This is an optimization exercise on Yosys and OpenROAD, whose aim is small area, not a production implementation. The RTL of this run was laid out without a check of its function.

### config.mk
export PLATFORM = sky130hd
export DESIGN_NAME = pan_tilt_top
export DESIGN_NICKNAME = pan_tilt_top
export VERILOG_FILES = /design/flow/design.v
export SDC_FILE = /design/flow/constraint.sdc
export NUM_CORES = 4
export LEC_CHECK = 0
export ABC_AREA = 1
export CAP_MARGIN = 20
export CORE_MARGIN = 2
export CORE_UTILIZATION = 40
export CTS_CLUSTER_DIAMETER = 100
export CTS_CLUSTER_SIZE = 24
export SLEW_MARGIN = 20
### constraint.sdc
create_clock -name core_clock -period 5.0 [get_ports {clk}]
set_input_delay 1.0000 -clock core_clock [delete_from_list [all_inputs] [get_ports {clk}]]
set_output_delay 1.0000 -clock core_clock [all_outputs]
set_load 0.01 [all_outputs]
### design.v
`default_nettype none
package pan_tilt_pkg;
	localparam int POS_W = 12;
	typedef logic [POS_W-1:0] pos_t;
	localparam int VEC_W = 18;
	typedef logic signed [VEC_W-1:0] vec_t;
	localparam int ANG_W = 16;
	typedef logic [ANG_W-1:0] ang_t;
	localparam ang_t HALF_TURN    = 16'd32768;
	localparam ang_t QUARTER_TURN = 16'd16384;
	localparam int N_STAGES = 14;
	localparam logic [N_STAGES*ANG_W-1:0] ATAN_TABLE = {
		16'd8192, 16'd4836, 16'd2555, 16'd1297,
		16'd651,  16'd326,  16'd163,  16'd81,
		16'd41,   16'd20,   16'd10,   16'd5,
		16'd3,    16'd1
	};
	localparam logic [15:0] CORDIC_GAIN = 16'd26981;
	localparam int GAIN_FRAC = 14;
	typedef logic [7:0] dmx_t;
	localparam int TILT_SHIFT = 6;
	localparam int LATENCY = 30;
endpackage
`default_nettype wire
`timescale 1ns/1ps
`default_nettype none
module add_rca #(
	parameter int W = 8
) (
	input  logic [W-1:0] a,
	input  logic [W-1:0] b,
	input  logic ci,
	output logic [W-1:0] s
);
	logic [W:0] c;
	assign c[0] = ci;
	for (genvar j = 0; j < W; j++) begin : g_bit
		assign s[j] = a[j] ^ b[j] ^ c[j];
		assign c[j+1] = (a[j] & b[j]) | (c[j] & (a[j] ^ b[j]));
	end
endmodule
module add_bk #(
	parameter int W = 8
) (
	input  logic [W-1:0] a,
	input  logic [W-1:0] b,
	input  logic ci,
	output logic [W-1:0] s
);
	localparam int LG = (W > 32) ? 6 : (W > 16) ? 5 : (W > 8) ? 4 : (W > 4) ? 3 : (W > 2) ? 2 : 1;
	logic [W-1:0] p, g, pp, gg;
	always_comb begin
		p = a ^ b;
		g = a & b;
		g[0] = g[0] | (p[0] & ci);
		pp = p;
		gg = g;
		for (int l = 0; (1 << l) < W; l++) begin
			for (int j = (2 << l) - 1; j < W; j += (2 << l)) begin
				gg[j] = gg[j] | (pp[j] & gg[j - (1 << l)]);
				pp[j] = pp[j] & pp[j - (1 << l)];
			end
		end
		for (int l = LG - 1; l >= 1; l--) begin
			for (int j = (3 << (l - 1)) - 1; j < W; j += (2 << (l - 1))) begin
				if (j - (1 << (l - 1)) >= 0 && ((j + 1) % (2 << (l - 1))) != 0) begin
					gg[j] = gg[j] | (pp[j] & gg[j - (1 << (l - 1))]);
					pp[j] = pp[j] & pp[j - (1 << (l - 1))];
				end
			end
		end
		s = p ^ {gg[W-2:0], ci};
	end
endmodule
module add_sk #(
	parameter int W = 8
) (
	input  logic [W-1:0] a,
	input  logic [W-1:0] b,
	input  logic ci,
	output logic [W-1:0] s
);
	logic [W-1:0] p, g, pp, gg;
	always_comb begin
		p = a ^ b;
		g = a & b;
		g[0] = g[0] | (p[0] & ci);
		pp = p;
		gg = g;
		for (int l = 0; (1 << l) < W; l++) begin
			for (int j = 0; j < W; j++) begin
				if ((j >> l) & 1) begin
					gg[j] = gg[j] | (pp[j] & gg[((j >> l) << l) - 1]);
					pp[j] = pp[j] & pp[((j >> l) << l) - 1];
				end
			end
		end
		s = p ^ {gg[W-2:0], ci};
	end
endmodule
`default_nettype wire
`timescale 1ns/1ps
`default_nettype none
module pan_tilt_top (
	input  logic clk,
	input  logic reset,
	input  logic in_valid,
	input  logic [11:0] x_com,
	input  logic [11:0] y_com,
	input  logic [11:0] x_light,
	input  logic [11:0] y_light,
	input  logic [11:0] height,
	output logic out_valid,
	output logic [7:0] pan,
	output logic [7:0] tilt
);
	logic [0:0] sf_s0;
	logic [11:0] px0_s0;
	logic [12:0] py0_s0;
	logic [12:0] dx_s0;
	logic [12:0] dy_s0;
	logic [11:0] height_r1;
	logic [0:0] sf_r1;
	logic [11:0] px0_r1;
	logic [12:0] py0_r1;
	logic [0:0] pb0_s1;
	logic [12:0] px1_s1;
	logic [12:0] py1_s1;
	logic [0:0] pb1_s1;
	logic [12:0] px2_s1;
	logic [12:0] py2_s1;
	logic [11:0] height_r2;
	logic [0:0] sf_r2;
	logic [0:0] pb0_r2;
	logic [0:0] pb1_r2;
	logic [12:0] px2_r2;
	logic [12:0] py2_r2;
	logic [0:0] pb2_s2;
	logic [13:0] px3_s2;
	logic [11:0] py3_s2;
	logic [0:0] pb3_s2;
	logic [13:0] px4_s2;
	logic [10:0] py4_s2;
	logic [11:0] height_r3;
	logic [0:0] sf_r3;
	logic [0:0] pb0_r3;
	logic [0:0] pb1_r3;
	logic [0:0] pb2_r3;
	logic [0:0] pb3_r3;
	logic [13:0] px4_r3;
	logic [10:0] py4_r3;
	logic [0:0] pb4_s3;
	logic [13:0] px5_s3;
	logic [10:0] py5_s3;
	logic [0:0] pb5_s3;
	logic [13:0] px6_s3;
	logic [9:0] py6_s3;
	logic [11:0] height_r4;
	logic [0:0] sf_r4;
	logic [0:0] pb0_r4;
	logic [0:0] pb1_r4;
	logic [0:0] pb2_r4;
	logic [0:0] pb3_r4;
	logic [0:0] pb4_r4;
	logic [0:0] pb5_r4;
	logic [13:0] px6_r4;
	logic [9:0] py6_r4;
	logic [0:0] pb6_s4;
	logic [13:0] px7_s4;
	logic [8:0] py7_s4;
	logic [0:0] pb7_s4;
	logic [13:0] px8_s4;
	logic [7:0] py8_s4;
	logic [0:0] pb8_s4;
	logic [6:0] py9_s4;
	logic [2:0] pa9_s4;
	logic [13:0] pX_s4;
	logic [11:0] height_r5;
	logic [0:0] sf_r5;
	logic [0:0] pb0_r5;
	logic [0:0] pb1_r5;
	logic [0:0] pb2_r5;
	logic [0:0] pb3_r5;
	logic [0:0] pb4_r5;
	logic [0:0] pb5_r5;
	logic [0:0] pb6_r5;
	logic [0:0] pb7_r5;
	logic [0:0] pb8_r5;
	logic [6:0] py9_r5;
	logic [2:0] pa9_r5;
	logic [13:0] pX_r5;
	logic [12:0] hs_s5;
	logic [26:0] hprod_s5;
	logic [0:0] pb9_s5;
	logic [5:0] py10_s5;
	logic [2:0] pa10_s5;
	logic pc9_s5;
	logic [3:0] plo9_s5;
	logic [0:0] pb10_s5;
	logic [4:0] py11_s5;
	logic [2:0] pa11_s5;
	logic pc10_s5;
	logic [3:0] plo10_s5;
	logic [0:0] pb11_s5;
	logic [4:0] py12_s5;
	logic [2:0] pa12_s5;
	logic pc11_s5;
	logic [3:0] plo11_s5;
	logic [0:0] sf_r6;
	logic [0:0] pb0_r6;
	logic [0:0] pb1_r6;
	logic [0:0] pb2_r6;
	logic [0:0] pb3_r6;
	logic [0:0] pb4_r6;
	logic [0:0] pb5_r6;
	logic [0:0] pb6_r6;
	logic [0:0] pb7_r6;
	logic [0:0] pb8_r6;
	logic [13:0] pX_r6;
	logic [12:0] hs_r6;
	logic [0:0] pb9_r6;
	logic [0:0] pb10_r6;
	logic [0:0] pb11_r6;
	logic [4:0] py12_r6;
	logic [2:0] pa12_r6;
	logic [0:0] pb12_s6;
	logic [3:0] py13_s6;
	logic [2:0] pa13_s6;
	logic pc12_s6;
	logic [3:0] plo12_s6;
	logic [0:0] pb13_s6;
	logic [2:0] pa14_s6;
	logic [13:0] px14_s6;
	logic [13:0] tx1_s6;
	logic [14:0] ty1_s6;
	logic [0:0] sf_r7;
	logic [0:0] pb0_r7;
	logic [0:0] pb1_r7;
	logic [0:0] pb2_r7;
	logic [0:0] pb3_r7;
	logic [0:0] pb4_r7;
	logic [0:0] pb5_r7;
	logic [0:0] pb6_r7;
	logic [0:0] pb7_r7;
	logic [0:0] pb8_r7;
	logic [0:0] pb9_r7;
	logic [0:0] pb10_r7;
	logic [0:0] pb11_r7;
	logic [0:0] pb12_r7;
	logic [0:0] pb13_r7;
	logic [13:0] tx1_r7;
	logic [14:0] ty1_r7;
	logic [7:0] pan_b_s7;
	logic pcsa_s7_1, pcsa_s7_2;
	logic pcsa_s7_3, pcsa_s7_4;
	logic pcsa_s7_5, pcsa_s7_6;
	logic pcsa_s7_7, pcsa_s7_8;
	logic pcsa_s7_9, pcsa_s7_10;
	logic pcsa_s7_11, pcsa_s7_12;
	logic pcsa_s7_13, pcsa_s7_14;
	logic pcsa_s7_15, pcsa_s7_16;
	logic pcsa_s7_17, pcsa_s7_18;
	logic pcsa_s7_19, pcsa_s7_20;
	logic pcsa_s7_21, pcsa_s7_22;
	logic pcsa_s7_23, pcsa_s7_24;
	logic pcsa_s7_25, pcsa_s7_26;
	logic pcsa_s7_27, pcsa_s7_28;
	logic pcsa_s7_29, pcsa_s7_30;
	logic pcsa_s7_31, pcsa_s7_32;
	logic pcsa_s7_33, pcsa_s7_34;
	logic pcsa_s7_35, pcsa_s7_36;
	logic pcsa_s7_37, pcsa_s7_38;
	logic pcsa_s7_39, pcsa_s7_40;
	logic pcsa_s7_41, pcsa_s7_42;
	logic pcsa_s7_43, pcsa_s7_44;
	logic pcsa_s7_45, pcsa_s7_46;
	logic pcsa_s7_47, pcsa_s7_48;
	logic pcsa_s7_49, pcsa_s7_50;
	logic pcsa_s7_51, pcsa_s7_52;
	logic pcsa_s7_53, pcsa_s7_54;
	logic pcsa_s7_55, pcsa_s7_56;
	logic pcsa_s7_57, pcsa_s7_58;
	logic pcsa_s7_59, pcsa_s7_60;
	logic pcsa_s7_61, pcsa_s7_62;
	logic pcsa_s7_63, pcsa_s7_64;
	logic pcsa_s7_65, pcsa_s7_66;
	logic pcsa_s7_67, pcsa_s7_68;
	logic pcsa_s7_69, pcsa_s7_70;
	logic pcsa_s7_71, pcsa_s7_72;
	logic pcsa_s7_73, pcsa_s7_74;
	logic pcsa_s7_75, pcsa_s7_76;
	logic pcsa_s7_77, pcsa_s7_78;
	logic pcsa_s7_79, pcsa_s7_80;
	logic pcsa_s7_81, pcsa_s7_82;
	logic pcsa_s7_83, pcsa_s7_84;
	logic [15:0] pcsa_s7_85, pcsa_s7_86, pcsa_s7_87;
	logic [0:0] tb1_s7;
	logic [14:0] tx2_s7;
	logic [13:0] ty2_s7;
	logic [0:0] tb2_s7;
	logic [14:0] tx3_s7;
	logic [12:0] ty3_s7;
	logic [7:0] pan_b_r8;
	logic [0:0] tb1_r8;
	logic [0:0] tb2_r8;
	logic [14:0] tx3_r8;
	logic [12:0] ty3_r8;
	logic [0:0] tb3_s8;
	logic [14:0] tx4_s8;
	logic [12:0] ty4_s8;
	logic [0:0] tb4_s8;
	logic [14:0] tx5_s8;
	logic [11:0] ty5_s8;
	logic [7:0] pan_b_r9;
	logic [0:0] tb1_r9;
	logic [0:0] tb2_r9;
	logic [0:0] tb3_r9;
	logic [0:0] tb4_r9;
	logic [14:0] tx5_r9;
	logic [11:0] ty5_r9;
	logic [0:0] tb5_s9;
	logic [14:0] tx6_s9;
	logic [10:0] ty6_s9;
	logic [0:0] tb6_s9;
	logic [14:0] tx7_s9;
	logic [9:0] ty7_s9;
	logic [7:0] pan_b_r10;
	logic [0:0] tb1_r10;
	logic [0:0] tb2_r10;
	logic [0:0] tb3_r10;
	logic [0:0] tb4_r10;
	logic [0:0] tb5_r10;
	logic [0:0] tb6_r10;
	logic [14:0] tx7_r10;
	logic [9:0] ty7_r10;
	logic [0:0] tb7_s10;
	logic [14:0] tx8_s10;
	logic [8:0] ty8_s10;
	logic [0:0] tb8_s10;
	logic [7:0] ty9_s10;
	logic [2:0] ta9_s10;
	logic [14:0] tX_s10;
	logic [5:0] tXh9_s10;
	logic [0:0] tXa9_s10;
	logic [2:0] tXl9_s10;
	logic [7:0] pan_b_r11;
	logic [0:0] tb1_r11;
	logic [0:0] tb2_r11;
	logic [0:0] tb3_r11;
	logic [0:0] tb4_r11;
	logic [0:0] tb5_r11;
	logic [0:0] tb6_r11;
	logic [0:0] tb7_r11;
	logic [0:0] tb8_r11;
	logic [7:0] ty9_r11;
	logic [2:0] ta9_r11;
	logic [5:0] tXh9_r11;
	logic [0:0] tXa9_r11;
	logic [2:0] tXl9_r11;
	logic [14:0] tX_s11;
	logic [15:0] tpart_s11;
	logic tpcsa_s11_1, tpcsa_s11_2;
	logic tpcsa_s11_3, tpcsa_s11_4;
	logic tpcsa_s11_5, tpcsa_s11_6;
	logic tpcsa_s11_7, tpcsa_s11_8;
	logic tpcsa_s11_9, tpcsa_s11_10;
	logic tpcsa_s11_11, tpcsa_s11_12;
	logic tpcsa_s11_13, tpcsa_s11_14;
	logic tpcsa_s11_15, tpcsa_s11_16;
	logic tpcsa_s11_17, tpcsa_s11_18;
	logic tpcsa_s11_19, tpcsa_s11_20;
	logic tpcsa_s11_21, tpcsa_s11_22;
	logic tpcsa_s11_23, tpcsa_s11_24;
	logic tpcsa_s11_25, tpcsa_s11_26;
	logic tpcsa_s11_27, tpcsa_s11_28;
	logic tpcsa_s11_29, tpcsa_s11_30;
	logic tpcsa_s11_31, tpcsa_s11_32;
	logic tpcsa_s11_33, tpcsa_s11_34;
	logic tpcsa_s11_35, tpcsa_s11_36;
	logic tpcsa_s11_37, tpcsa_s11_38;
	logic tpcsa_s11_39, tpcsa_s11_40;
	logic tpcsa_s11_41, tpcsa_s11_42;
	logic tpcsa_s11_43, tpcsa_s11_44;
	logic tpcsa_s11_45, tpcsa_s11_46;
	logic tpcsa_s11_47, tpcsa_s11_48;
	logic tpcsa_s11_49, tpcsa_s11_50;
	logic tpcsa_s11_51, tpcsa_s11_52;
	logic tpcsa_s11_53, tpcsa_s11_54;
	logic tpcsa_s11_55, tpcsa_s11_56;
	logic [15:0] tpcsa_s11_57, tpcsa_s11_58, tpcsa_s11_59;
	logic [0:0] tb9_s11;
	logic [6:0] ty10_s11;
	logic [2:0] ta10_s11;
	logic tc9_s11;
	logic [3:0] tlo9_s11;
	logic [0:0] tb10_s11;
	logic [5:0] ty11_s11;
	logic [2:0] ta11_s11;
	logic tc10_s11;
	logic [3:0] tlo10_s11;
	logic [0:0] tb11_s11;
	logic [4:0] ty12_s11;
	logic [2:0] ta12_s11;
	logic tc11_s11;
	logic [3:0] tlo11_s11;
	logic [0:0] tb12_s11;
	logic [4:0] ty13_s11;
	logic tc12_s11;
	logic [3:0] tlo12_s11;
	logic [7:0] pan_b_r12;
	logic [15:0] tpart_r12;
	logic [0:0] tb9_r12;
	logic [0:0] tb10_r12;
	logic [0:0] tb11_r12;
	logic [0:0] tb12_r12;
	logic [4:0] ty13_r12;
	logic [0:0] tb13_s12;
	logic [7:0] tilt_b_s12;
	logic tqcsa_s12_1, tqcsa_s12_2;
	logic tqcsa_s12_3, tqcsa_s12_4;
	logic tqcsa_s12_5, tqcsa_s12_6;
	logic [7:0] tqcsa_s12_7, tqcsa_s12_8, tqcsa_s12_9;
	logic [7:0] tlo_s12;
	logic [8:0] th1_s12;
	logic [8:0] thh_s12;
	logic [12:1] vld;
	assign dx_s0 = {1'b0, x_com} - {1'b0, x_light};
	assign dy_s0 = {1'b0, y_com} - {1'b0, y_light};
	assign sf_s0 = dx_s0[12];
	add_sk #(.W(12)) u_add1 (.a((dx_s0[11:0] ^ {12{dx_s0[12]}})), .b(12'd0), .ci(dx_s0[12]), .s(px0_s0));
	add_sk #(.W(13)) u_add2 (.a((dy_s0 ^ {13{dx_s0[12]}})), .b(13'd0), .ci(dx_s0[12]), .s(py0_s0));
	assign pb0_s1 = ~py0_r1[12];
	add_rca #(.W(13)) u_add3 (.a({1'b0, px0_r1}), .b({1'b0, (py0_r1[11:0] ^ {12{py0_r1[12]}})}), .ci(py0_r1[12]), .s(px1_s1));
	add_sk #(.W(13)) u_add4 (.a(py0_r1), .b(({1'b0, px0_r1[11:0]} ^ {13{~py0_r1[12]}})), .ci(~py0_r1[12]), .s(py1_s1));
	assign pb1_s1 = ~py1_s1[12];
	add_rca #(.W(13)) u_add5 (.a(px1_s1), .b({2'b0, (py1_s1[11:1] ^ {11{py1_s1[12]}})}), .ci(py1_s1[12]), .s(px2_s1));
	add_sk #(.W(13)) u_add6 (.a(py1_s1), .b(({1'b0, px1_s1[12:1]} ^ {13{~py1_s1[12]}})), .ci(~py1_s1[12]), .s(py2_s1));
	assign pb2_s2 = ~py2_r2[12];
	add_rca #(.W(14)) u_add7 (.a({1'b0, px2_r2}), .b({4'b0, (py2_r2[11:2] ^ {10{py2_r2[12]}})}), .ci(py2_r2[12]), .s(px3_s2));
	add_sk #(.W(12)) u_add8 (.a(py2_r2[11:0]), .b(({1'b0, px2_r2[12:2]} ^ {12{~py2_r2[12]}})), .ci(~py2_r2[12]), .s(py3_s2));
	assign pb3_s2 = ~py3_s2[11];
	add_rca #(.W(14)) u_add9 (.a(px3_s2), .b({6'b0, (py3_s2[10:3] ^ {8{py3_s2[11]}})}), .ci(py3_s2[11]), .s(px4_s2));
	add_sk #(.W(11)) u_add10 (.a(py3_s2[10:0]), .b((px3_s2[13:3] ^ {11{~py3_s2[11]}})), .ci(~py3_s2[11]), .s(py4_s2));
	assign pb4_s3 = ~py4_r3[10];
	add_rca #(.W(14)) u_add11 (.a(px4_r3), .b({8'b0, (py4_r3[9:4] ^ {6{py4_r3[10]}})}), .ci(py4_r3[10]), .s(px5_s3));
	add_sk #(.W(11)) u_add12 (.a(py4_r3), .b(({1'b0, px4_r3[13:4]} ^ {11{~py4_r3[10]}})), .ci(~py4_r3[10]), .s(py5_s3));
	assign pb5_s3 = ~py5_s3[10];
	add_rca #(.W(14)) u_add13 (.a(px5_s3), .b({9'b0, (py5_s3[9:5] ^ {5{py5_s3[10]}})}), .ci(py5_s3[10]), .s(px6_s3));
	add_sk #(.W(10)) u_add14 (.a(py5_s3[9:0]), .b(({1'b0, px5_s3[13:5]} ^ {10{~py5_s3[10]}})), .ci(~py5_s3[10]), .s(py6_s3));
	assign pb6_s4 = ~py6_r4[9];
	add_rca #(.W(14)) u_add15 (.a(px6_r4), .b({11'b0, (py6_r4[8:6] ^ {3{py6_r4[9]}})}), .ci(py6_r4[9]), .s(px7_s4));
	add_sk #(.W(9)) u_add16 (.a(py6_r4[8:0]), .b(({1'b0, px6_r4[13:6]} ^ {9{~py6_r4[9]}})), .ci(~py6_r4[9]), .s(py7_s4));
	assign pb7_s4 = ~py7_s4[8];
	add_rca #(.W(14)) u_add17 (.a(px7_s4), .b({13'b0, (py7_s4[7:7] ^ {1{py7_s4[8]}})}), .ci(py7_s4[8]), .s(px8_s4));
	add_sk #(.W(8)) u_add18 (.a(py7_s4[7:0]), .b(({1'b0, px7_s4[13:7]} ^ {8{~py7_s4[8]}})), .ci(~py7_s4[8]), .s(py8_s4));
	assign pb8_s4 = ~py8_s4[7];
	assign pX_s4 = px8_s4;
	assign pa9_s4 = {2'b0, py8_s4[7]};
	add_sk #(.W(7)) u_add19 (.a(py8_s4[6:0]), .b(({1'b0, px8_s4[13:8]} ^ {7{~py8_s4[7]}})), .ci(~py8_s4[7]), .s(py9_s4));
	assign hprod_s5 = height_r5 * 15'd26981;
	assign hs_s5 = hprod_s5[26:14];
	assign pb9_s5 = ~py9_r5[6];
	assign pa10_s5 = pa9_r5 + {2'b0, py9_r5[6]};
	assign plo9_s5 = {1'b0, pX_r5[2:0]} + {1'b0, pa9_r5};
	assign pc9_s5 = (&pX_r5[8:3]) & plo9_s5[3];
	add_sk #(.W(6)) u_add20 (.a(py9_r5[5:0]), .b(({1'b0, pX_r5[13:9]} ^ {6{~py9_r5[6]}})), .ci(~(pc9_s5 ^ py9_r5[6])), .s(py10_s5));
	assign pb10_s5 = ~py10_s5[5];
	assign pa11_s5 = pa10_s5 + {2'b0, py10_s5[5]};
	assign plo10_s5 = {1'b0, pX_r5[2:0]} + {1'b0, pa10_s5};
	assign pc10_s5 = (&pX_r5[9:3]) & plo10_s5[3];
	add_sk #(.W(5)) u_add21 (.a(py10_s5[4:0]), .b(({1'b0, pX_r5[13:10]} ^ {5{~py10_s5[5]}})), .ci(~(pc10_s5 ^ py10_s5[5])), .s(py11_s5));
	assign pb11_s5 = ~py11_s5[4];
	assign pa12_s5 = pa11_s5 + {2'b0, py11_s5[4]};
	assign plo11_s5 = {1'b0, pX_r5[2:0]} + {1'b0, pa11_s5};
	assign pc11_s5 = (&pX_r5[10:3]) & plo11_s5[3];
	add_sk #(.W(5)) u_add22 (.a(py11_s5), .b(({2'b0, pX_r5[13:11]} ^ {5{~py11_s5[4]}})), .ci(~(pc11_s5 ^ py11_s5[4])), .s(py12_s5));
	assign pb12_s6 = ~py12_r6[4];
	assign pa13_s6 = pa12_r6 + {2'b0, py12_r6[4]};
	assign plo12_s6 = {1'b0, pX_r6[2:0]} + {1'b0, pa12_r6};
	assign pc12_s6 = (&pX_r6[11:3]) & plo12_s6[3];
	add_sk #(.W(4)) u_add23 (.a(py12_r6[3:0]), .b(({2'b0, pX_r6[13:12]} ^ {4{~py12_r6[4]}})), .ci(~(pc12_s6 ^ py12_r6[4])), .s(py13_s6));
	assign pb13_s6 = ~py13_s6[3];
	assign pa14_s6 = pa13_s6 + {2'b0, py13_s6[3]};
	add_sk #(.W(14)) u_add24 (.a(pX_r6), .b({11'b0, pa14_s6}), .ci(1'b0), .s(px14_s6));
	add_sk #(.W(14)) u_add25 (.a(px14_s6), .b({1'b0, hs_r6}), .ci(1'b0), .s(tx1_s6));
	add_sk #(.W(15)) u_add26 (.a({1'b0, px14_s6}), .b(~{2'b0, hs_r6}), .ci(1'b1), .s(ty1_s6));
	assign pcsa_s7_1 = pb2_r7 ^ pb3_r7;
	assign pcsa_s7_2 = pb2_r7 & pb3_r7;
	assign pcsa_s7_3 = pcsa_s7_1 ^ pb4_r7 ^ pb6_r7;
	assign pcsa_s7_4 = (pcsa_s7_1 & pb4_r7) | (pcsa_s7_1 & pb6_r7) | (pb4_r7 & pb6_r7);
	assign pcsa_s7_5 = pb7_r7 ^ pb8_r7;
	assign pcsa_s7_6 = pb7_r7 & pb8_r7;
	assign pcsa_s7_7 = pcsa_s7_2 ^ pb2_r7 ^ pb4_r7;
	assign pcsa_s7_8 = (pcsa_s7_2 & pb2_r7) | (pcsa_s7_2 & pb4_r7) | (pb2_r7 & pb4_r7);
	assign pcsa_s7_9 = pb5_r7 ^ pb6_r7;
	assign pcsa_s7_10 = pb5_r7 & pb6_r7;
	assign pcsa_s7_11 = pb1_r7 ^ pb5_r7;
	assign pcsa_s7_12 = pb1_r7 & pb5_r7;
	assign pcsa_s7_13 = pcsa_s7_3 ^ pcsa_s7_5 ^ pb11_r7;
	assign pcsa_s7_14 = (pcsa_s7_3 & pcsa_s7_5) | (pcsa_s7_3 & pb11_r7) | (pcsa_s7_5 & pb11_r7);
	assign pcsa_s7_15 = pcsa_s7_4 ^ pcsa_s7_6 ^ pcsa_s7_7;
	assign pcsa_s7_16 = (pcsa_s7_4 & pcsa_s7_6) | (pcsa_s7_4 & pcsa_s7_7) | (pcsa_s7_6 & pcsa_s7_7);
	assign pcsa_s7_17 = pcsa_s7_9 ^ pb10_r7;
	assign pcsa_s7_18 = pcsa_s7_9 & pb10_r7;
	assign pcsa_s7_19 = pcsa_s7_8 ^ pcsa_s7_10 ^ pcsa_s7_11;
	assign pcsa_s7_20 = (pcsa_s7_8 & pcsa_s7_10) | (pcsa_s7_8 & pcsa_s7_11) | (pcsa_s7_10 & pcsa_s7_11);
	assign pcsa_s7_21 = pb9_r7 ^ pb11_r7 ^ 1'b1;
	assign pcsa_s7_22 = (pb9_r7 & pb11_r7) | (pb9_r7 & 1'b1) | (pb11_r7 & 1'b1);
	assign pcsa_s7_23 = pcsa_s7_12 ^ pb2_r7 ^ pb4_r7;
	assign pcsa_s7_24 = (pcsa_s7_12 & pb2_r7) | (pcsa_s7_12 & pb4_r7) | (pb2_r7 & pb4_r7);
	assign pcsa_s7_25 = pb8_r7 ^ pb10_r7 ^ 1'b1;
	assign pcsa_s7_26 = (pb8_r7 & pb10_r7) | (pb8_r7 & 1'b1) | (pb10_r7 & 1'b1);
	assign pcsa_s7_27 = pb2_r7 ^ pb3_r7 ^ pb7_r7;
	assign pcsa_s7_28 = (pb2_r7 & pb3_r7) | (pb2_r7 & pb7_r7) | (pb3_r7 & pb7_r7);
	assign pcsa_s7_29 = pb9_r7 ^ 1'b1;
	assign pcsa_s7_30 = pb9_r7 & 1'b1;
	assign pcsa_s7_31 = pb1_r7 ^ pb2_r7 ^ pb6_r7;
	assign pcsa_s7_32 = (pb1_r7 & pb2_r7) | (pb1_r7 & pb6_r7) | (pb2_r7 & pb6_r7);
	assign pcsa_s7_33 = pb8_r7 ^ 1'b1;
	assign pcsa_s7_34 = pb8_r7 & 1'b1;
	assign pcsa_s7_35 = pb1_r7 ^ pb2_r7 ^ pb5_r7;
	assign pcsa_s7_36 = (pb1_r7 & pb2_r7) | (pb1_r7 & pb5_r7) | (pb2_r7 & pb5_r7);
	assign pcsa_s7_37 = pb7_r7 ^ 1'b1;
	assign pcsa_s7_38 = pb7_r7 & 1'b1;
	assign pcsa_s7_39 = pb1_r7 ^ pb2_r7 ^ pb4_r7;
	assign pcsa_s7_40 = (pb1_r7 & pb2_r7) | (pb1_r7 & pb4_r7) | (pb2_r7 & pb4_r7);
	assign pcsa_s7_41 = pcsa_s7_13 ^ pb12_r7;
	assign pcsa_s7_42 = pcsa_s7_13 & pb12_r7;
	assign pcsa_s7_43 = pcsa_s7_14 ^ pcsa_s7_15 ^ pcsa_s7_17;
	assign pcsa_s7_44 = (pcsa_s7_14 & pcsa_s7_15) | (pcsa_s7_14 & pcsa_s7_17) | (pcsa_s7_15 & pcsa_s7_17);
	assign pcsa_s7_45 = pcsa_s7_16 ^ pcsa_s7_18 ^ pcsa_s7_19;
	assign pcsa_s7_46 = (pcsa_s7_16 & pcsa_s7_18) | (pcsa_s7_16 & pcsa_s7_19) | (pcsa_s7_18 & pcsa_s7_19);
	assign pcsa_s7_47 = pcsa_s7_20 ^ pcsa_s7_22 ^ pcsa_s7_23;
	assign pcsa_s7_48 = (pcsa_s7_20 & pcsa_s7_22) | (pcsa_s7_20 & pcsa_s7_23) | (pcsa_s7_22 & pcsa_s7_23);
	assign pcsa_s7_49 = pcsa_s7_24 ^ pcsa_s7_26 ^ pcsa_s7_27;
	assign pcsa_s7_50 = (pcsa_s7_24 & pcsa_s7_26) | (pcsa_s7_24 & pcsa_s7_27) | (pcsa_s7_26 & pcsa_s7_27);
	assign pcsa_s7_51 = pcsa_s7_28 ^ pcsa_s7_30 ^ pcsa_s7_31;
	assign pcsa_s7_52 = (pcsa_s7_28 & pcsa_s7_30) | (pcsa_s7_28 & pcsa_s7_31) | (pcsa_s7_30 & pcsa_s7_31);
	assign pcsa_s7_53 = pcsa_s7_32 ^ pcsa_s7_34 ^ pcsa_s7_35;
	assign pcsa_s7_54 = (pcsa_s7_32 & pcsa_s7_34) | (pcsa_s7_32 & pcsa_s7_35) | (pcsa_s7_34 & pcsa_s7_35);
	assign pcsa_s7_55 = pcsa_s7_36 ^ pcsa_s7_38 ^ pcsa_s7_39;
	assign pcsa_s7_56 = (pcsa_s7_36 & pcsa_s7_38) | (pcsa_s7_36 & pcsa_s7_39) | (pcsa_s7_38 & pcsa_s7_39);
	assign pcsa_s7_57 = pcsa_s7_40 ^ pb2_r7 ^ pb3_r7;
	assign pcsa_s7_58 = (pcsa_s7_40 & pb2_r7) | (pcsa_s7_40 & pb3_r7) | (pb2_r7 & pb3_r7);
	assign pcsa_s7_59 = pcsa_s7_41 ^ pb13_r7;
	assign pcsa_s7_60 = pcsa_s7_41 & pb13_r7;
	assign pcsa_s7_61 = pcsa_s7_42 ^ pcsa_s7_43 ^ pb12_r7;
	assign pcsa_s7_62 = (pcsa_s7_42 & pcsa_s7_43) | (pcsa_s7_42 & pb12_r7) | (pcsa_s7_43 & pb12_r7);
	assign pcsa_s7_63 = pcsa_s7_44 ^ pcsa_s7_45 ^ pcsa_s7_21;
	assign pcsa_s7_64 = (pcsa_s7_44 & pcsa_s7_45) | (pcsa_s7_44 & pcsa_s7_21) | (pcsa_s7_45 & pcsa_s7_21);
	assign pcsa_s7_65 = pcsa_s7_46 ^ pcsa_s7_47 ^ pcsa_s7_25;
	assign pcsa_s7_66 = (pcsa_s7_46 & pcsa_s7_47) | (pcsa_s7_46 & pcsa_s7_25) | (pcsa_s7_47 & pcsa_s7_25);
	assign pcsa_s7_67 = pcsa_s7_48 ^ pcsa_s7_49 ^ pcsa_s7_29;
	assign pcsa_s7_68 = (pcsa_s7_48 & pcsa_s7_49) | (pcsa_s7_48 & pcsa_s7_29) | (pcsa_s7_49 & pcsa_s7_29);
	assign pcsa_s7_69 = pcsa_s7_50 ^ pcsa_s7_51 ^ pcsa_s7_33;
	assign pcsa_s7_70 = (pcsa_s7_50 & pcsa_s7_51) | (pcsa_s7_50 & pcsa_s7_33) | (pcsa_s7_51 & pcsa_s7_33);
	assign pcsa_s7_71 = pcsa_s7_52 ^ pcsa_s7_53 ^ pcsa_s7_37;
	assign pcsa_s7_72 = (pcsa_s7_52 & pcsa_s7_53) | (pcsa_s7_52 & pcsa_s7_37) | (pcsa_s7_53 & pcsa_s7_37);
	assign pcsa_s7_73 = pcsa_s7_54 ^ pcsa_s7_55 ^ pb6_r7;
	assign pcsa_s7_74 = (pcsa_s7_54 & pcsa_s7_55) | (pcsa_s7_54 & pb6_r7) | (pcsa_s7_55 & pb6_r7);
	assign pcsa_s7_75 = pcsa_s7_56 ^ pcsa_s7_57 ^ pb5_r7;
	assign pcsa_s7_76 = (pcsa_s7_56 & pcsa_s7_57) | (pcsa_s7_56 & pb5_r7) | (pcsa_s7_57 & pb5_r7);
	assign pcsa_s7_77 = pcsa_s7_58 ^ pb1_r7 ^ pb4_r7;
	assign pcsa_s7_78 = (pcsa_s7_58 & pb1_r7) | (pcsa_s7_58 & pb4_r7) | (pb1_r7 & pb4_r7);
	assign pcsa_s7_79 = pb3_r7 ^ 1'b1;
	assign pcsa_s7_80 = pb3_r7 & 1'b1;
	assign pcsa_s7_81 = pb2_r7 ^ 1'b1;
	assign pcsa_s7_82 = pb2_r7 & 1'b1;
	assign pcsa_s7_83 = pb1_r7 ^ 1'b1;
	assign pcsa_s7_84 = pb1_r7 & 1'b1;
	assign pcsa_s7_85 = {1'b0, pcsa_s7_84, pcsa_s7_82, pcsa_s7_80, pcsa_s7_78, pcsa_s7_76, pcsa_s7_74, pcsa_s7_72, pcsa_s7_70, pcsa_s7_68, pcsa_s7_66, pcsa_s7_64, pcsa_s7_62, pcsa_s7_60, pcsa_s7_59, 1'b1};
	assign pcsa_s7_86 = {1'b0, pb0_r7, pcsa_s7_83, pcsa_s7_81, pcsa_s7_79, pcsa_s7_77, pcsa_s7_75, pcsa_s7_73, pcsa_s7_71, pcsa_s7_69, pcsa_s7_67, pcsa_s7_65, pcsa_s7_63, pcsa_s7_61, 1'b1, 1'b0};
	add_sk #(.W(16)) u_add27 (.a(pcsa_s7_85), .b(pcsa_s7_86), .ci(1'b0), .s(pcsa_s7_87));
	assign pan_b_s7 = {pcsa_s7_87[15] ^ sf_r7, pcsa_s7_87[14:8]};
	assign tb1_s7 = ~ty1_r7[14];
	add_rca #(.W(15)) u_add28 (.a({1'b0, tx1_r7}), .b({2'b0, (ty1_r7[13:1] ^ {13{ty1_r7[14]}})}), .ci(ty1_r7[14]), .s(tx2_s7));
	add_sk #(.W(14)) u_add29 (.a(ty1_r7[13:0]), .b(({1'b0, tx1_r7[13:1]} ^ {14{~ty1_r7[14]}})), .ci(~ty1_r7[14]), .s(ty2_s7));
	assign tb2_s7 = ~ty2_s7[13];
	add_rca #(.W(15)) u_add30 (.a(tx2_s7), .b({4'b0, (ty2_s7[12:2] ^ {11{ty2_s7[13]}})}), .ci(ty2_s7[13]), .s(tx3_s7));
	add_sk #(.W(13)) u_add31 (.a(ty2_s7[12:0]), .b((tx2_s7[14:2] ^ {13{~ty2_s7[13]}})), .ci(~ty2_s7[13]), .s(ty3_s7));
	assign tb3_s8 = ~ty3_r8[12];
	add_rca #(.W(15)) u_add32 (.a(tx3_r8), .b({6'b0, (ty3_r8[11:3] ^ {9{ty3_r8[12]}})}), .ci(ty3_r8[12]), .s(tx4_s8));
	add_sk #(.W(13)) u_add33 (.a(ty3_r8), .b(({1'b0, tx3_r8[14:3]} ^ {13{~ty3_r8[12]}})), .ci(~ty3_r8[12]), .s(ty4_s8));
	assign tb4_s8 = ~ty4_s8[12];
	add_rca #(.W(15)) u_add34 (.a(tx4_s8), .b({7'b0, (ty4_s8[11:4] ^ {8{ty4_s8[12]}})}), .ci(ty4_s8[12]), .s(tx5_s8));
	add_sk #(.W(12)) u_add35 (.a(ty4_s8[11:0]), .b(({1'b0, tx4_s8[14:4]} ^ {12{~ty4_s8[12]}})), .ci(~ty4_s8[12]), .s(ty5_s8));
	assign tb5_s9 = ~ty5_r9[11];
	add_rca #(.W(15)) u_add36 (.a(tx5_r9), .b({9'b0, (ty5_r9[10:5] ^ {6{ty5_r9[11]}})}), .ci(ty5_r9[11]), .s(tx6_s9));
	add_sk #(.W(11)) u_add37 (.a(ty5_r9[10:0]), .b(({1'b0, tx5_r9[14:5]} ^ {11{~ty5_r9[11]}})), .ci(~ty5_r9[11]), .s(ty6_s9));
	assign tb6_s9 = ~ty6_s9[10];
	add_rca #(.W(15)) u_add38 (.a(tx6_s9), .b({11'b0, (ty6_s9[9:6] ^ {4{ty6_s9[10]}})}), .ci(ty6_s9[10]), .s(tx7_s9));
	add_sk #(.W(10)) u_add39 (.a(ty6_s9[9:0]), .b(({1'b0, tx6_s9[14:6]} ^ {10{~ty6_s9[10]}})), .ci(~ty6_s9[10]), .s(ty7_s9));
	assign tb7_s10 = ~ty7_r10[9];
	add_rca #(.W(15)) u_add40 (.a(tx7_r10), .b({13'b0, (ty7_r10[8:7] ^ {2{ty7_r10[9]}})}), .ci(ty7_r10[9]), .s(tx8_s10));
	add_sk #(.W(9)) u_add41 (.a(ty7_r10[8:0]), .b(({1'b0, tx7_r10[14:7]} ^ {9{~ty7_r10[9]}})), .ci(~ty7_r10[9]), .s(ty8_s10));
	assign tb8_s10 = ~ty8_s10[8];
	assign tX_s10 = tx8_s10;
	assign ta9_s10 = {2'b0, ty8_s10[8]};
	add_sk #(.W(8)) u_add42 (.a(ty8_s10[7:0]), .b(({1'b0, tx8_s10[14:8]} ^ {8{~ty8_s10[8]}})), .ci(~ty8_s10[8]), .s(ty9_s10));
	assign tXh9_s10 = tX_s10[14:9];
	assign tXa9_s10 = &tX_s10[8:3];
	assign tXl9_s10 = tX_s10[2:0];
	assign tX_s11 = {tXh9_r11, {6{tXa9_r11}}, tXl9_r11};
	assign tpcsa_s11_1 = tb2_r11 ^ tb3_r11;
	assign tpcsa_s11_2 = tb2_r11 & tb3_r11;
	assign tpcsa_s11_3 = tpcsa_s11_1 ^ tb4_r11 ^ tb6_r11;
	assign tpcsa_s11_4 = (tpcsa_s11_1 & tb4_r11) | (tpcsa_s11_1 & tb6_r11) | (tb4_r11 & tb6_r11);
	assign tpcsa_s11_5 = tpcsa_s11_2 ^ tb2_r11 ^ tb4_r11;
	assign tpcsa_s11_6 = (tpcsa_s11_2 & tb2_r11) | (tpcsa_s11_2 & tb4_r11) | (tb2_r11 & tb4_r11);
	assign tpcsa_s11_7 = tb1_r11 ^ tb2_r11;
	assign tpcsa_s11_8 = tb1_r11 & tb2_r11;
	assign tpcsa_s11_9 = tb1_r11 ^ tb2_r11 ^ tb5_r11;
	assign tpcsa_s11_10 = (tb1_r11 & tb2_r11) | (tb1_r11 & tb5_r11) | (tb2_r11 & tb5_r11);
	assign tpcsa_s11_11 = tb1_r11 ^ tb2_r11;
	assign tpcsa_s11_12 = tb1_r11 & tb2_r11;
	assign tpcsa_s11_13 = tpcsa_s11_3 ^ tb7_r11;
	assign tpcsa_s11_14 = tpcsa_s11_3 & tb7_r11;
	assign tpcsa_s11_15 = tpcsa_s11_4 ^ tpcsa_s11_5 ^ tb5_r11;
	assign tpcsa_s11_16 = (tpcsa_s11_4 & tpcsa_s11_5) | (tpcsa_s11_4 & tb5_r11) | (tpcsa_s11_5 & tb5_r11);
	assign tpcsa_s11_17 = tpcsa_s11_6 ^ tb1_r11 ^ tb5_r11;
	assign tpcsa_s11_18 = (tpcsa_s11_6 & tb1_r11) | (tpcsa_s11_6 & tb5_r11) | (tb1_r11 & tb5_r11);
	assign tpcsa_s11_19 = tb2_r11 ^ tb4_r11 ^ tb8_r11;
	assign tpcsa_s11_20 = (tb2_r11 & tb4_r11) | (tb2_r11 & tb8_r11) | (tb4_r11 & tb8_r11);
	assign tpcsa_s11_21 = tb2_r11 ^ tb3_r11 ^ tb7_r11;
	assign tpcsa_s11_22 = (tb2_r11 & tb3_r11) | (tb2_r11 & tb7_r11) | (tb3_r11 & tb7_r11);
	assign tpcsa_s11_23 = tpcsa_s11_7 ^ tb6_r11 ^ tb8_r11;
	assign tpcsa_s11_24 = (tpcsa_s11_7 & tb6_r11) | (tpcsa_s11_7 & tb8_r11) | (tb6_r11 & tb8_r11);
	assign tpcsa_s11_25 = tpcsa_s11_8 ^ tpcsa_s11_9 ^ tb7_r11;
	assign tpcsa_s11_26 = (tpcsa_s11_8 & tpcsa_s11_9) | (tpcsa_s11_8 & tb7_r11) | (tpcsa_s11_9 & tb7_r11);
	assign tpcsa_s11_27 = tpcsa_s11_10 ^ tpcsa_s11_11 ^ tb4_r11;
	assign tpcsa_s11_28 = (tpcsa_s11_10 & tpcsa_s11_11) | (tpcsa_s11_10 & tb4_r11) | (tpcsa_s11_11 & tb4_r11);
	assign tpcsa_s11_29 = tpcsa_s11_12 ^ tb2_r11 ^ tb3_r11;
	assign tpcsa_s11_30 = (tpcsa_s11_12 & tb2_r11) | (tpcsa_s11_12 & tb3_r11) | (tb2_r11 & tb3_r11);
	assign tpcsa_s11_31 = tpcsa_s11_13 ^ tb8_r11;
	assign tpcsa_s11_32 = tpcsa_s11_13 & tb8_r11;
	assign tpcsa_s11_33 = tpcsa_s11_14 ^ tpcsa_s11_15 ^ tb6_r11;
	assign tpcsa_s11_34 = (tpcsa_s11_14 & tpcsa_s11_15) | (tpcsa_s11_14 & tb6_r11) | (tpcsa_s11_15 & tb6_r11);
	assign tpcsa_s11_35 = tpcsa_s11_16 ^ tpcsa_s11_17 ^ 1'b1;
	assign tpcsa_s11_36 = (tpcsa_s11_16 & tpcsa_s11_17) | (tpcsa_s11_16 & 1'b1) | (tpcsa_s11_17 & 1'b1);
	assign tpcsa_s11_37 = tpcsa_s11_18 ^ tpcsa_s11_19 ^ 1'b1;
	assign tpcsa_s11_38 = (tpcsa_s11_18 & tpcsa_s11_19) | (tpcsa_s11_18 & 1'b1) | (tpcsa_s11_19 & 1'b1);
	assign tpcsa_s11_39 = tpcsa_s11_20 ^ tpcsa_s11_21 ^ 1'b1;
	assign tpcsa_s11_40 = (tpcsa_s11_20 & tpcsa_s11_21) | (tpcsa_s11_20 & 1'b1) | (tpcsa_s11_21 & 1'b1);
	assign tpcsa_s11_41 = tpcsa_s11_22 ^ tpcsa_s11_23 ^ 1'b1;
	assign tpcsa_s11_42 = (tpcsa_s11_22 & tpcsa_s11_23) | (tpcsa_s11_22 & 1'b1) | (tpcsa_s11_23 & 1'b1);
	assign tpcsa_s11_43 = tpcsa_s11_24 ^ tpcsa_s11_25 ^ 1'b1;
	assign tpcsa_s11_44 = (tpcsa_s11_24 & tpcsa_s11_25) | (tpcsa_s11_24 & 1'b1) | (tpcsa_s11_25 & 1'b1);
	assign tpcsa_s11_45 = tpcsa_s11_26 ^ tpcsa_s11_27 ^ tb6_r11;
	assign tpcsa_s11_46 = (tpcsa_s11_26 & tpcsa_s11_27) | (tpcsa_s11_26 & tb6_r11) | (tpcsa_s11_27 & tb6_r11);
	assign tpcsa_s11_47 = tpcsa_s11_28 ^ tpcsa_s11_29 ^ tb5_r11;
	assign tpcsa_s11_48 = (tpcsa_s11_28 & tpcsa_s11_29) | (tpcsa_s11_28 & tb5_r11) | (tpcsa_s11_29 & tb5_r11);
	assign tpcsa_s11_49 = tpcsa_s11_30 ^ tb1_r11 ^ tb4_r11;
	assign tpcsa_s11_50 = (tpcsa_s11_30 & tb1_r11) | (tpcsa_s11_30 & tb4_r11) | (tb1_r11 & tb4_r11);
	assign tpcsa_s11_51 = tb3_r11 ^ 1'b1;
	assign tpcsa_s11_52 = tb3_r11 & 1'b1;
	assign tpcsa_s11_53 = tb2_r11 ^ 1'b1;
	assign tpcsa_s11_54 = tb2_r11 & 1'b1;
	assign tpcsa_s11_55 = tb1_r11 ^ 1'b1;
	assign tpcsa_s11_56 = tb1_r11 & 1'b1;
	assign tpcsa_s11_57 = {1'b1, tpcsa_s11_56, tpcsa_s11_54, tpcsa_s11_52, tpcsa_s11_50, tpcsa_s11_48, tpcsa_s11_46, tpcsa_s11_44, tpcsa_s11_42, tpcsa_s11_40, tpcsa_s11_38, tpcsa_s11_36, tpcsa_s11_34, tpcsa_s11_32, tpcsa_s11_31, 1'b1};
	assign tpcsa_s11_58 = {1'b0, 1'b1, tpcsa_s11_55, tpcsa_s11_53, tpcsa_s11_51, tpcsa_s11_49, tpcsa_s11_47, tpcsa_s11_45, tpcsa_s11_43, tpcsa_s11_41, tpcsa_s11_39, tpcsa_s11_37, tpcsa_s11_35, tpcsa_s11_33, 1'b1, 1'b0};
	add_sk #(.W(16)) u_add43 (.a(tpcsa_s11_57), .b(tpcsa_s11_58), .ci(1'b0), .s(tpcsa_s11_59));
	assign tpart_s11 = tpcsa_s11_59;
	assign tb9_s11 = ~ty9_r11[7];
	assign ta10_s11 = ta9_r11 + {2'b0, ty9_r11[7]};
	assign tlo9_s11 = {1'b0, tX_s11[2:0]} + {1'b0, ta9_r11};
	assign tc9_s11 = (&tX_s11[8:3]) & tlo9_s11[3];
	add_sk #(.W(7)) u_add44 (.a(ty9_r11[6:0]), .b(({1'b0, tX_s11[14:9]} ^ {7{~ty9_r11[7]}})), .ci(~(tc9_s11 ^ ty9_r11[7])), .s(ty10_s11));
	assign tb10_s11 = ~ty10_s11[6];
	assign ta11_s11 = ta10_s11 + {2'b0, ty10_s11[6]};
	assign tlo10_s11 = {1'b0, tX_s11[2:0]} + {1'b0, ta10_s11};
	assign tc10_s11 = (&tX_s11[9:3]) & tlo10_s11[3];
	add_sk #(.W(6)) u_add45 (.a(ty10_s11[5:0]), .b(({1'b0, tX_s11[14:10]} ^ {6{~ty10_s11[6]}})), .ci(~(tc10_s11 ^ ty10_s11[6])), .s(ty11_s11));
	assign tb11_s11 = ~ty11_s11[5];
	assign ta12_s11 = ta11_s11 + {2'b0, ty11_s11[5]};
	assign tlo11_s11 = {1'b0, tX_s11[2:0]} + {1'b0, ta11_s11};
	assign tc11_s11 = (&tX_s11[10:3]) & tlo11_s11[3];
	add_sk #(.W(5)) u_add46 (.a(ty11_s11[4:0]), .b(({1'b0, tX_s11[14:11]} ^ {5{~ty11_s11[5]}})), .ci(~(tc11_s11 ^ ty11_s11[5])), .s(ty12_s11));
	assign tb12_s11 = ~ty12_s11[4];
	assign tlo12_s11 = {1'b0, tX_s11[2:0]} + {1'b0, ta12_s11};
	assign tc12_s11 = (&tX_s11[11:3]) & tlo12_s11[3];
	add_sk #(.W(5)) u_add47 (.a(ty12_s11), .b(({2'b0, tX_s11[14:12]} ^ {5{~ty12_s11[4]}})), .ci(~(tc12_s11 ^ ty12_s11[4])), .s(ty13_s11));
	assign tb13_s12 = ~ty13_r12[4];
	assign tqcsa_s12_1 = tb11_r12 ^ tb12_r12;
	assign tqcsa_s12_2 = tb11_r12 & tb12_r12;
	assign tqcsa_s12_3 = tb10_r12 ^ tb12_r12;
	assign tqcsa_s12_4 = tb10_r12 & tb12_r12;
	assign tqcsa_s12_5 = tb9_r12 ^ tb11_r12;
	assign tqcsa_s12_6 = tb9_r12 & tb11_r12;
	assign tqcsa_s12_7 = {1'b0, 1'b0, tb9_r12, tqcsa_s12_6, tqcsa_s12_4, tqcsa_s12_2, tqcsa_s12_1, 1'b0};
	assign tqcsa_s12_8 = {1'b0, 1'b0, 1'b0, tb10_r12, tqcsa_s12_5, tqcsa_s12_3, tb13_s12, 1'b0};
	add_sk #(.W(8)) u_add48 (.a(tqcsa_s12_7), .b(tqcsa_s12_8), .ci(1'b0), .s(tqcsa_s12_9));
	assign tlo_s12 = {1'b0, tpart_r12[6:0]} + tqcsa_s12_9[7:0];
	assign th1_s12 = tpart_r12[15:7] + 1'b1;
	assign thh_s12 = tlo_s12[7] ? th1_s12 : tpart_r12[15:7];
	assign tilt_b_s12 = thh_s12[8] ? 8'd0 : thh_s12[7] ? 8'd255 : {thh_s12[6:0], tlo_s12[6:6]};
	always_ff @(posedge clk) begin
		if (reset) vld <= '0;
		else vld <= {vld[11:1], in_valid};
	end
	always_ff @(posedge clk) begin
		height_r1 <= height;
		sf_r1 <= sf_s0;
		px0_r1 <= px0_s0;
		py0_r1 <= py0_s0;
		height_r2 <= height_r1;
		sf_r2 <= sf_r1;
		pb0_r2 <= pb0_s1;
		pb1_r2 <= pb1_s1;
		px2_r2 <= px2_s1;
		py2_r2 <= py2_s1;
		height_r3 <= height_r2;
		sf_r3 <= sf_r2;
		pb0_r3 <= pb0_r2;
		pb1_r3 <= pb1_r2;
		pb2_r3 <= pb2_s2;
		pb3_r3 <= pb3_s2;
		px4_r3 <= px4_s2;
		py4_r3 <= py4_s2;
		height_r4 <= height_r3;
		sf_r4 <= sf_r3;
		pb0_r4 <= pb0_r3;
		pb1_r4 <= pb1_r3;
		pb2_r4 <= pb2_r3;
		pb3_r4 <= pb3_r3;
		pb4_r4 <= pb4_s3;
		pb5_r4 <= pb5_s3;
		px6_r4 <= px6_s3;
		py6_r4 <= py6_s3;
		height_r5 <= height_r4;
		sf_r5 <= sf_r4;
		pb0_r5 <= pb0_r4;
		pb1_r5 <= pb1_r4;
		pb2_r5 <= pb2_r4;
		pb3_r5 <= pb3_r4;
		pb4_r5 <= pb4_r4;
		pb5_r5 <= pb5_r4;
		pb6_r5 <= pb6_s4;
		pb7_r5 <= pb7_s4;
		pb8_r5 <= pb8_s4;
		py9_r5 <= py9_s4;
		pa9_r5 <= pa9_s4;
		pX_r5 <= pX_s4;
		sf_r6 <= sf_r5;
		pb0_r6 <= pb0_r5;
		pb1_r6 <= pb1_r5;
		pb2_r6 <= pb2_r5;
		pb3_r6 <= pb3_r5;
		pb4_r6 <= pb4_r5;
		pb5_r6 <= pb5_r5;
		pb6_r6 <= pb6_r5;
		pb7_r6 <= pb7_r5;
		pb8_r6 <= pb8_r5;
		pX_r6 <= pX_r5;
		hs_r6 <= hs_s5;
		pb9_r6 <= pb9_s5;
		pb10_r6 <= pb10_s5;
		pb11_r6 <= pb11_s5;
		py12_r6 <= py12_s5;
		pa12_r6 <= pa12_s5;
		sf_r7 <= sf_r6;
		pb0_r7 <= pb0_r6;
		pb1_r7 <= pb1_r6;
		pb2_r7 <= pb2_r6;
		pb3_r7 <= pb3_r6;
		pb4_r7 <= pb4_r6;
		pb5_r7 <= pb5_r6;
		pb6_r7 <= pb6_r6;
		pb7_r7 <= pb7_r6;
		pb8_r7 <= pb8_r6;
		pb9_r7 <= pb9_r6;
		pb10_r7 <= pb10_r6;
		pb11_r7 <= pb11_r6;
		pb12_r7 <= pb12_s6;
		pb13_r7 <= pb13_s6;
		tx1_r7 <= tx1_s6;
		ty1_r7 <= ty1_s6;
		pan_b_r8 <= pan_b_s7;
		tb1_r8 <= tb1_s7;
		tb2_r8 <= tb2_s7;
		tx3_r8 <= tx3_s7;
		ty3_r8 <= ty3_s7;
		pan_b_r9 <= pan_b_r8;
		tb1_r9 <= tb1_r8;
		tb2_r9 <= tb2_r8;
		tb3_r9 <= tb3_s8;
		tb4_r9 <= tb4_s8;
		tx5_r9 <= tx5_s8;
		ty5_r9 <= ty5_s8;
		pan_b_r10 <= pan_b_r9;
		tb1_r10 <= tb1_r9;
		tb2_r10 <= tb2_r9;
		tb3_r10 <= tb3_r9;
		tb4_r10 <= tb4_r9;
		tb5_r10 <= tb5_s9;
		tb6_r10 <= tb6_s9;
		tx7_r10 <= tx7_s9;
		ty7_r10 <= ty7_s9;
		pan_b_r11 <= pan_b_r10;
		tb1_r11 <= tb1_r10;
		tb2_r11 <= tb2_r10;
		tb3_r11 <= tb3_r10;
		tb4_r11 <= tb4_r10;
		tb5_r11 <= tb5_r10;
		tb6_r11 <= tb6_r10;
		tb7_r11 <= tb7_s10;
		tb8_r11 <= tb8_s10;
		ty9_r11 <= ty9_s10;
		ta9_r11 <= ta9_s10;
		tXh9_r11 <= tXh9_s10;
		tXa9_r11 <= tXa9_s10;
		tXl9_r11 <= tXl9_s10;
		pan_b_r12 <= pan_b_r11;
		tpart_r12 <= tpart_s11;
		tb9_r12 <= tb9_s11;
		tb10_r12 <= tb10_s11;
		tb11_r12 <= tb11_s11;
		tb12_r12 <= tb12_s11;
		ty13_r12 <= ty13_s11;
	end
	assign out_valid = vld[12];
	assign pan = pan_b_r12;
	assign tilt = tilt_b_s12;
endmodule
`default_nettype wire
### flow/run.sh
#!/bin/bash
set -euo pipefail
bash standard.sh ADDER_MAP_FILE= finish > flow_make.log 2>&1
### standard.sh
#!/bin/bash
# synth_recipe.tcl (not shown) runs the flow's synth.tcl, then flattens the netlist and writes it again
# the make line also repeats each setting of config.mk as NAME=value (left out here)
make -C /OpenROAD-flow-scripts/flow DESIGN_CONFIG=/design/flow/config.mk WORK_HOME=/design/flow/orfs CLKGATE_MAP_FILE= SYNTH_SCRIPT=/design/flow/synth_recipe.tcl "${@:-finish}"
==> impl_metrics.tcl <==
set metrics [dict create \
    max_stage_delay_ps 370 \
    drive_gt1_share_pct 6.79 \
    hold_violations 0 \
    fin_nets 5386 \
    layout_commonest_cell "nand2_1" \
    maxSlewHeadroom_pct 52.4 \
    maxClockFrequency_ghz 0.221 \
    path_cells "nand2_1, inv_1, o21ai_0, nand2_1, o21ai_2, nand2_1, nand2_1, nand3_1, nand2_1, nand2_1, o21ai_0, o21ai_0, maj3_1, nand3_1, nand2_1, nand3_1, nor2_1, nand2_1, xor2_2, inv_2, a21oi_1, dlymetal6s2s_1" \
    synth_top_family_by_area "simple AND/OR/NAND/NOR gates" \
    ios 80 \
    wirelength_um 68100 \
    antenna_cells 0 \
    gr-usage-all-layers_pct 15.8 \
    muxShareOfSynthArea_pct 0.0585 \
    cp_common_cell "nand2_1" \
    critPathSlowestCell "maj3_1" \
    fin_area_um2 37200 \
    synth_top_flop_cell "dfxtp_1" \
    hold_class "register to register" \
    postSynthNetCount 5305 \
    syn_area_um2 34200 \
    routed-via-count 28671 \
    rsz0062_at_grt "no" \
    fin_worst_skew_ps 25.3 \
    fp.dieW_um 296 \
    htree_levels 1 \
    drv_cap 0 \
    grt_overflow 0 \
    drt_iter0_drc 1125 \
    initial_core_util_pct 40.3 \
    ys_seq_area_share_pct 28.7 \
    dpl.hpwl_um 57200 \
    grt_max_degree 25 \
    die_y_um 296 \
    min-delay-start "height_r4[10]$_DFF_P_" \
    worstPathArrival_ps 3520 \
    grt_pass1_wl_um 118000 \
    r2r_end "ty3_r8[12]$_DFF_P_" \
    drc 0 \
    synthAdderAreaFrac_pct 0.369 \
    core_area_um2 85000 \
    min_to "height_r5[10]$_DFF_P_" \
    cts_made_buffers 28 \
    cts_sinks 490 \
    fin_cells 6479 \
    globalplace.congestion 0.862 \
    yosysWarnings 14 \
    fillCellCount 8918 \
    avgViaCountPerCell 4.43 \
    antenna_found_initial 0 \
    synth_edf_count 0 \
    final_max_slew_viol_count 0 \
    final_util_pct 43.8 \
    preCtsSetupSlack_ps 192 \
    area_growth_syn_to_layout_pct 8.72 \
    cp-end-kind "output pin" \
    synth_xor_area_share_pct 20.3 \
    grt_pass1_vias 26626 \
    ctsHoldBuffers 0 \
    rrSetupSlack_ps 580 \
    period_share_pct 90.3 \
    tns_ps 0 \
    period_needed_ps 4520 \
    wl_per_cell_um 10.5 \
    required_ps 4000 \
    fp-row-count 107 \
    dpl.cell_count 6435 \
    worst_pin_slew_ps 706 \
    ys_ff_latch 490 \
    cts_tree "yes" \
    cts.clk_slew.worst_paths_ps 90 \
    synth_area_per_cell_um2 6.53 \
    synth_cell_type_count 75 \
    synth-simple-area-share_pct 34.2 \
    placed_area_um2 36200 \
    synth_cells 5242 \
    critPathMaxFanout 7 \
    worst_slack_ps 483 \
    dr.pass1.iters 5 \
    dieArea_um2 87900 \
    finalSetupViolCount 0 \
    status "timing/DRC/antenna clean" \
    ant_nets 0 \
    r2r_cells 28 \
    portBuffers 79 \
    final_cell_mix "nand2_1 (1659), inv_1 (813), xor2_1 (576)" \
    r2r_start "ty1_r7[14]$_DFF_P_" \
    async_reset_ff_share_pct 0 \
    startpoint_type "register" \
    cts_buffer_depth 3 \
    root_buffer "clkbuf_16" \
    clk_latency_ps 630 \
    path_class "register to output pin" \
    synth_compound_gate_area_share_pct 6.30 \
    whs_path_depth 0 \
]
## worst max-delay path by stage
stage,start,endpoint
after global placement,x_com[1],py0_r1[12]$_DFF_P_
after detailed placement,x_com[1],py0_r1[12]$_DFF_P_
final,tb12_r12$_DFF_P_,tilt[4]
after floorplan,x_light[1],py0_r1[12]$_DFF_P_
after CTS,tb12_r12$_DFF_P_,tilt[4]
after global routing,ty5_r9[11]$_DFF_P_,tx7_r10[14]$_DFF_P_
## timing repair
action,in CTS,in global routing
endpoints found under the setup margin,8,16
cloned,0,0
resized for setup,8,18
pin swaps,1,3
buffers inserted,1,1
## per-stage QoR
| stage | hold WS [ps] |
|---|---|
| 3_3_place_gp | 310 |
| 6_report | 328 |
| 4_1_cts | 329 |
| 2_1_floorplan | 310 |
| 3_5_place_dp | 312 |
| 5_1_grt | 337 |
## worst max-delay path: cells and delay by family (launching register included)
kind            cells  cell delay [ps]
simple gates       12             1120
compound gates      5              610
fa+ha+maj           1              370
flops               1              350
buf+inv             3              300
xor+xnor            1              180
## final cells by class
type / instances / area (um2) / share of cell area [%]
multi-input cells: 3871 / 21000 / 56.4
flip-flops and latches: 490 / 9810 / 26.4
inverters: 833 / 3140 / 8.43
well taps: 1144 / 1430 / 3.85
repair buffers: 99 / 938 / 2.52
clock buffers: 31 / 742 / 1.99
clock inverters: 11 / 174 / 0.467
## cells in the mapped netlist (all sizes together), types with 2 or more instances
cell        n  area [um2]
nand2    1728        6720
nor3       16        80.1
maj3       12         126
mux2i       2        20.0
nor2      403        1590
nor4        5        31.3
dfxtp     490        9810
o211ai      7        52.6
o2bb2ai     2        17.5
nand3b     22         165
clkinv      3        16.3
and2        8        50.1
o221ai      2        17.5
xor2      586        5230
a21boi     17         139
inv       830        3120
a31o        2        17.5
o31ai       2        15.0
o21bai      5        37.5
a221oi      2        17.5
o21a        7        52.6
a31oi      14        93.8
a21o       19         143
clkbuf     13        50.0
o21ai     159         822
nand4      47         355
a21oi     113         588
a32o        2        20.0
nand3     323        1700
nand2b      3        33.8
xnor2     194        1710
o22ai       4        25.0
or2       150         946
a22o        5        43.8
buf        35         280
## sequential cells by signal, indices dropped and copies added (netlist names), 13 cells and up
name,count
hs_r6,13
pX_r5,14
pX_r6,14
px2_r2,13
px4_r3,14
px6_r4,14
py0_r1,13
py2_r2,13
tpart_r12,15
tx1_r7,13
tx3_r8,15
tx5_r9,15
tx7_r10,15
ty1_r7,15
ty3_r8,13
## layer usage
layer	part of all wire [%]	vias to the layer above	global-route usage (%)
li1	-	16069	-
met1	45	12276	18.5
met2	50	243	30.5
met3	2.6	83	1.65
met4	2.2	0	3.58
met5	0	-	0
## kinds of logic after synthesis
logic type               after synthesis
multiplexers                           2
flip-flops                           490
buffers and inverters                881
AND/OR/NAND/NOR                     2709
adder cells (fa/ha/maj)               12
XOR/XNOR                             780
AO/OA/AOI/OAI                        368

## what the ideal ports hide
How much do the figures lean on ideal ports? The routed layout below was timed once more, with nothing changed but the port constraints. Step 1: set_driving_cell puts a clkbuf_16 on clk and a buf_2 on each other input, an assumption about the parent block. Step 2 times the ports against the registers' clock, not the clock port: input delays grow and output delays shrink by t, the midpoint of the rising clock arrivals with the driver on. Three values: ideal, step 1, step 2; two values: the first two.
t, ns: 0.679
slack for setup (ns): 0.483 / 0.420 / 0.206
cell pins on the clock port's net: 1
After both steps setup and hold are still met in this run. The setup slack of this run moves by -0.063 ns with the drivers and by -0.277 ns with both steps.
